Source: an optimization exercise on an open RTL-to-GDS flow (aim: small area). Production flows keep margins and buffers that such runs may drop.
The RTL was checked by simulation tests, not by an equivalence proof against the original design.
No activity file was given, so power comes from the tool's default toggle rates.

File: flow/config.mk
export PLATFORM = sky130hd
export DESIGN_NAME = reg_debug_tracker
export DESIGN_NICKNAME = reg_debug_tracker
export VERILOG_FILES = /design/flow/design.v
export SDC_FILE = /design/flow/constraint.sdc
export NUM_CORES = 4
export LEC_CHECK = 0
export CAP_MARGIN = 20
export CORE_MARGIN = 2
export CORE_UTILIZATION = 40
export PLACE_DENSITY = 0.6
export SLEW_MARGIN = 20
File: flow/constraint.sdc
create_clock -name core_clock -period 5.0 [get_ports {clk}]
set_input_delay 1.0000 -clock core_clock [delete_from_list [all_inputs] [get_ports {clk}]]
set_output_delay 1.0000 -clock core_clock [all_outputs]
set_load 0.01 [all_outputs]
File: flow/design.v
package dbg_pkg;
  localparam int NUM_REGS = 32;
  localparam int XLEN     = 32;
  localparam int IDX_W    = $clog2(NUM_REGS);
  typedef enum logic [1:0] {
    INIT,    
    IDLE,    
    PRIME,   
    COPY     
  } trk_state_t;
  typedef logic [XLEN-1:0]  word_t;
  typedef logic [IDX_W-1:0] reg_idx_t;
  localparam reg_idx_t LAST_IDX = reg_idx_t'(NUM_REGS - 1);
endpackage
import dbg_pkg::*;
module reg_shadow_ram (
  input  logic              clk,
  input  logic              we,
  input  dbg_pkg::reg_idx_t waddr,
  input  dbg_pkg::word_t    wdata,
  input  dbg_pkg::reg_idx_t raddr,
  output dbg_pkg::word_t    rdata
);
  dbg_pkg::word_t mem [0:NUM_REGS-1];
  always_ff @(posedge clk) begin
    if (we) begin
      mem[waddr] <= wdata;
    end
    rdata <= mem[raddr];
  end
endmodule
import dbg_pkg::*;
module reg_debug_tracker #(
  parameter int HOLD_FRAMES = 4,
  parameter int HOLD_W      = $clog2(HOLD_FRAMES + 1)
) (
  input  logic                 clk,
  input  logic                 reset,
  input  logic                 wb_we,
  input  logic [dbg_pkg::IDX_W-1:0] wb_rd,
  input  logic [dbg_pkg::XLEN-1:0]  wb_data,
  input  logic                 frame_start,
  input  logic                 freeze,
  output logic [dbg_pkg::NUM_REGS*dbg_pkg::XLEN-1:0] regs_out,
  output logic [dbg_pkg::NUM_REGS-1:0] changed_mask,
  output logic                 busy
);
  localparam logic [HOLD_W-1:0] HOLD_LOAD = HOLD_W'(HOLD_FRAMES);
  dbg_pkg::trk_state_t        state;
  dbg_pkg::reg_idx_t          idx;        
  dbg_pkg::reg_idx_t          rd_addr;    
  logic [HOLD_W-1:0] cnt [NUM_REGS];
  dbg_pkg::word_t             snap [NUM_REGS];  
  for (genvar g = 0; g < NUM_REGS; g++) begin : g_regs_out
    assign regs_out[XLEN*g +: XLEN] = snap[g];
  end
  logic frozen;
  assign frozen = freeze;
  logic wb_accept;
  logic frame_accept;
  assign wb_accept    = (state != INIT) && wb_we && (wb_rd != '0);
  assign frame_accept = (state == IDLE) && frame_start && !frozen;
  logic     ram_we;
  dbg_pkg::reg_idx_t ram_waddr;
  dbg_pkg::word_t    ram_wdata;
  dbg_pkg::word_t    ram_rdata;
  always_comb begin
    ram_we    = wb_accept;
    ram_waddr = wb_rd;
    ram_wdata = wb_data;
    if (state == INIT) begin
      ram_we    = 1'b1;
      ram_waddr = idx;
      ram_wdata = '0;
    end
  end
  reg_shadow_ram u_ram (
    .clk   (clk),
    .we    (ram_we),
    .waddr (ram_waddr),
    .wdata (ram_wdata),
    .raddr (rd_addr),
    .rdata (ram_rdata)
  );
  always_ff @(posedge clk) begin
    if (reset) begin
      state   <= INIT;
      idx     <= '0;
      rd_addr <= '0;
      busy    <= 1'b1;
    end else begin
      unique case (state)
        INIT: begin
          if (idx == LAST_IDX) begin
            state <= IDLE;
            idx   <= '0;
            busy  <= 1'b0;
          end else begin
            idx <= idx + 1'b1;
          end
        end
        IDLE: begin
          if (frame_accept) begin
            state   <= PRIME;
            idx     <= '0;
            rd_addr <= '0;
            busy    <= 1'b1;
          end
        end
        PRIME: begin
          state   <= COPY;
          rd_addr <= rd_addr + 1'b1;
        end
        COPY: begin
          rd_addr <= rd_addr + 1'b1;
          if (idx == LAST_IDX) begin
            state <= IDLE;
            idx   <= '0;
            busy  <= 1'b0;
          end else begin
            idx <= idx + 1'b1;
          end
        end
        default: begin
          state <= INIT;
          idx   <= '0;
          busy  <= 1'b1;
        end
      endcase
    end
  end
  always_ff @(posedge clk) begin
    if (reset) begin
      for (int k = 0; k < NUM_REGS; k++) begin
        snap[k] <= '0;
      end
    end else if (state == COPY) begin
      snap[idx] <= ram_rdata;
    end
  end
  always_ff @(posedge clk) begin
    if (reset) begin
      changed_mask <= '0;
      for (int i = 0; i < NUM_REGS; i++) begin
        cnt[i] <= '0;
      end
    end else begin
      for (int i = 0; i < NUM_REGS; i++) begin
        if (wb_accept && (wb_rd == i)) begin
          cnt[i] <= HOLD_LOAD;
        end else if (frame_accept && (cnt[i] != '0)) begin
          cnt[i] <= cnt[i] - 1'b1;
        end
        if (frame_accept) begin
          changed_mask[i] <= (cnt[i] != '0);
        end
      end
    end
  end
endmodule
File: flow/run.sh
#!/bin/bash
# synth_recipe.tcl (not shown) runs the flow's synth.tcl, then flattens the netlist and writes it again
# the make line also repeats each setting of config.mk as NAME=value (left out here)
make -C /OpenROAD-flow-scripts/flow DESIGN_CONFIG=/design/flow/config.mk WORK_HOME=/design/flow/orfs CLKGATE_MAP_FILE= SYNTH_SCRIPT=/design/flow/synth_recipe.tcl finish
==> summary.txt <==
- **fraction of post-synthesis cell area in the top cell type by area** 72.18%
- **total negative setup slack** 0 ns
- **floorplan die width** 465.5 um
- **worst setup slack after placement** 0.7566 ns
- **post-cts repair resize count** 0
- **Starting Density** 40.22%
- **Final Hold Vio Count** 0
- **area enclosed by the die boundary** 216,700 um^2
- **Placer Congestion** 0.8507
- **mean area per synthesized cell** 17.21 um^2
- **leading post-synthesis cells by instance count** sky130_fd_sc_hd__edfxtp_1, sky130_fd_sc_hd__and2_1, sky130_fd_sc_hd__clkbuf_1
- **y dimension of the die** 465.5 um
- **headroom to the max-slew limit** 23.85%
- **share of layout cells above drive strength 1** 14.06%
- **detailed-router iteration count before antenna repair** 5
- **vias in the first global route** 46.60k
- **area share of fa/ha/maj cells after synthesis** 1.116%
- **GRT Resource Usage Total** 25.62%
- **cell area after layout** 107,900 um^2
- **root buffer cell** sky130_fd_sc_hd__clkbuf_16
- **Worst Path Class, Setup** flop to flop
- **Floorplan Core Area** 211,900 um^2
- **count of flip-flops with a built-in enable after synthesis** 2,048
- **clock transition at the registers of the reported paths** 0.06 ns
- **count of buffers from port buffering** 1,098
- **origin of the worst setup path** state[0]
- **minimum setup slack among reg-to-reg paths** 1.56 ns
- **synth top area cells** sky130_fd_sc_hd__edfxtp_1, sky130_fd_sc_hd__and2_1, sky130_fd_sc_hd__mux4_2
- **start point of the worst min-delay path** reset
- **routed vias/inst** 5.369
- **# H-tree levels** 4
- **Post-DRT Antenna Nets** 0
- **number of standard cells after synthesis** 4,952
- **Max Buffers Root-to-Sink** 3
- **Tot Pwr** 46.15 mW
- **number of antenna violations at the first check in global routing** 39
- **number of sinks handled by clock tree synthesis** 2,221
- **number of warnings issued by yosys** 3
- **hold-fix buffers at CTS** 0
- **syn_nets** 5,070
- **cell area after technology mapping** 85,210 um^2
- **Synth area leader** sky130_fd_sc_hd__edfxtp_1
- **Worst setup EP type** flop
- **minimum clock period** 3.444 ns
- **fin worst setup slack** 1.556 ns
- **path type of the worst min-delay path** input port to flop
- **outcome** finished clean
- **Rows** 169
- **Max Fanout on Critical Path** 32
- **count of unique library cells instantiated by Yosys** 60
- **Slew Limit Fails** 0
- **Area after DPL** 100,000 um^2
- **clock buffer count from CTS** 222
- **Post-route DRC** 0
- **Crit Reg-Reg Startpoint** state[0]
- **vias after detailed routing** 49.06k
- **CTS tree** done
- **post-synthesis share of cell area spent on and, or, nand and nor gates** 10.21%
- **proportion of synthesized area in mux cells** 6.674%
- **total of flip-flops plus latches after synthesis** 2,221
- **startpoint type of the worst setup path** flop
- **number of DRC markers after the initial detailed-route iteration** 5,607
- **WP data arrival** 3.93 ns
- **sequential-to-total area share from yosys stat** 76.24%
- **source-to-sink clock delay at the later pin of the worst-skew pair** 0.89 ns
- **overflow left after global routing** 0
- **Post-layout nets** 6,225
- **MaxCap Viol Count** 0
- **relative area change from synthesis to final layout** 26.64%
- **fraction of the cycle the final worst path needs** 68.87%
- **xor and xnor area share after synthesis** 0.3598%
- **filler cell count in the final layout** 17.29k
- **Routed WL per cell** 31.17 um
- **power density over the cells** 427.7 nW/um^2
- **total setup violations reported at the end of the flow** 0
- **Synth Area in Compound Gates** 3.122%
- **Clock Skew** 0.07567 ns
- **# IOs** 1,099
- **worst slack on hold paths** 0.4339 ns
- **postcts setup bufs** 0
- **required time of the worst setup path** 5.49 ns
- **leakage power** 36.51 nW
- **largest family of logic cells by synthesized area** simple AND/OR/NAND/NOR gates
- **maximum clock frequency** 0.2904 GHz
- **Main synth FF type** sky130_fd_sc_hd__edfxtp_1
- **Worst-Margin Slew** 1.142 ns
- **setup repair after global routing missed its margin** no
- **global-route wire length before repair** 386.4 mm
- **cell with the most instances after synthesis** sky130_fd_sc_hd__edfxtp_1
- **maximum number of pins on one net before global-route repair** 110
- **worst supply voltage drop on vdd** 391.8 uV
- **DRT Wirelength** 284.8 mm
- **asr flop ratio synth** 0%
- **Detail Placement HPWL** 186.4 mm
==> flip-flops by register name (all words and copies together), names as in the netlist <==
register and count:
changed_mask 32, idx 5, u_ram.mem 1024, state 2, u_ram.rdata 32, rd_addr 5, busy 1, snap 1024
cnt 96
==> cell type report <==
class / instances / area [um^2] / share of cell area, %
tap: 2821 / 3530 / 3.271
inverter: 101 / 379.1 / 0.3513
timing repair buffer: 1273 / 12710 / 11.78
multi-input combinational: 2288 / 18820 / 17.44
clock buffer: 286 / 5906 / 5.473
clock inverter: 124 / 1488 / 1.379
antenna: 24 / 60.06 / 0.05566
sequential: 2221 / 65010 / 60.25
==> per-layer routing <==
layer  part of all wire, %  global-route usage, %  vias up
met5                 0.018                      0        -
met4                   3.2                  8.663        8
met3                   7.8                  5.025      369
met2                    50                  43.32     2332
met1                    39                  33.02    25610
li1                      -                      -    20750
==> report_power, final <==
group,total (mW),internal (mW),switching (mW)
Combinational,6.41,1.45,4.96
Sequential,22.8,21.7,1.11
Clock,16.9,9.58,7.33
Total,46.2,32.8,13.4
==> through the flow <==
stage / utilization [%] / cells
2_1_floorplan: - / 4952
3_3_place_gp: 47.16 / 8680
3_5_place_dp: 47.21 / 8684
4_1_cts: 50.70 / 9094
5_1_grt: 50.90 / 9116
6_report: 50.93 / 9138
==> worst max-delay path, stage by stage, from the launching register on <==
cell,delay (ns)
sky130_fd_sc_hd__dfxtp_1,0.35
sky130_fd_sc_hd__inv_1,0.14
sky130_fd_sc_hd__ha_1,0.65
sky130_fd_sc_hd__mux2i_1,0.55
sky130_fd_sc_hd__o211ai_4,0.37
sky130_fd_sc_hd__nor2_4,0.94
==> cells by family (layout without fill, tap and decap cells) <==
family / after synthesis / count (layout)
DFF: 2221 / 2221
and+or+nand+nor: 1465 / 1465
buffers and inverters: 443 / 1784
AOI/OAI and AO/OA: 383 / 383
muxes: 329 / 329
adders and majority gates: 76 / 76
xor gates and xnor gates: 35 / 35
other: 0 / 24
==> path summary, 6_finish.rpt <==
| path | to | cells past startpoint |
|---|---|---|
| hold reg to reg | changed_mask[13] | 2 |
| hold / removal | changed_mask[3] | 2 |
| setup reg to reg | u_ram.mem[12][5] | 5 |
| setup / recovery | u_ram.mem[12][5] | 5 |
==> cell usage in the layout (no fill, tap or decap), types with 33 or more instances in the layout <==
cell	count
sky130_fd_sc_hd__edfxtp_1	2048
sky130_fd_sc_hd__clkdlybuf4s50_1	1097
sky130_fd_sc_hd__and2_1	1028
sky130_fd_sc_hd__clkbuf_16	222
sky130_fd_sc_hd__mux4_2	191
sky130_fd_sc_hd__buf_4	147
sky130_fd_sc_hd__dfxtp_1	137
sky130_fd_sc_hd__mux2i_1	135
sky130_fd_sc_hd__nor2_1	116
sky130_fd_sc_hd__a21oi_1	103
sky130_fd_sc_hd__inv_1	101
sky130_fd_sc_hd__a22oi_1	99
sky130_fd_sc_hd__nand2_1	85
sky130_fd_sc_hd__ha_1	75
sky130_fd_sc_hd__clkbuf_1	53
sky130_fd_sc_hd__nor2_4	42
sky130_fd_sc_hd__clkinv_1	38
sky130_fd_sc_hd__a211oi_1	37
sky130_fd_sc_hd__o21ai_0	35
sky130_fd_sc_hd__clkinv_2	35
sky130_fd_sc_hd__or2_2	33
sky130_fd_sc_hd__dfxtp_2	33

static timing again, ports no longer ideal:
How much do the figures lean on ideal ports? The routed layout below was timed once more, with nothing changed but the port constraints.
Step 1 (the two cells are an assumption about what drives the block):
set clk [get_ports {clk}]
set_driving_cell -lib_cell sky130_fd_sc_hd__clkbuf_16 $clk
set_driving_cell -lib_cell sky130_fd_sc_hd__buf_2 [delete_from_list [all_inputs] $clk]
Step 2 moves the port delays by t, midway between the first and last clock arrival at a register: inputs arrive t later, outputs are due t later. That takes back most of the time a late clock gives input paths.
a / b / c = no drivers / after step 1 / after step 2; a / b = the first two.
shift t [ns]: 0.931
slack for setup (ns): 1.556 / 1.556 / 0.709
worst slew at a driven data input, ns: 0.15
After both steps setup and hold are still met in this run. For this run, drivers alone change the setup slack by 0.000 ns; drivers and shift together by -0.847 ns.
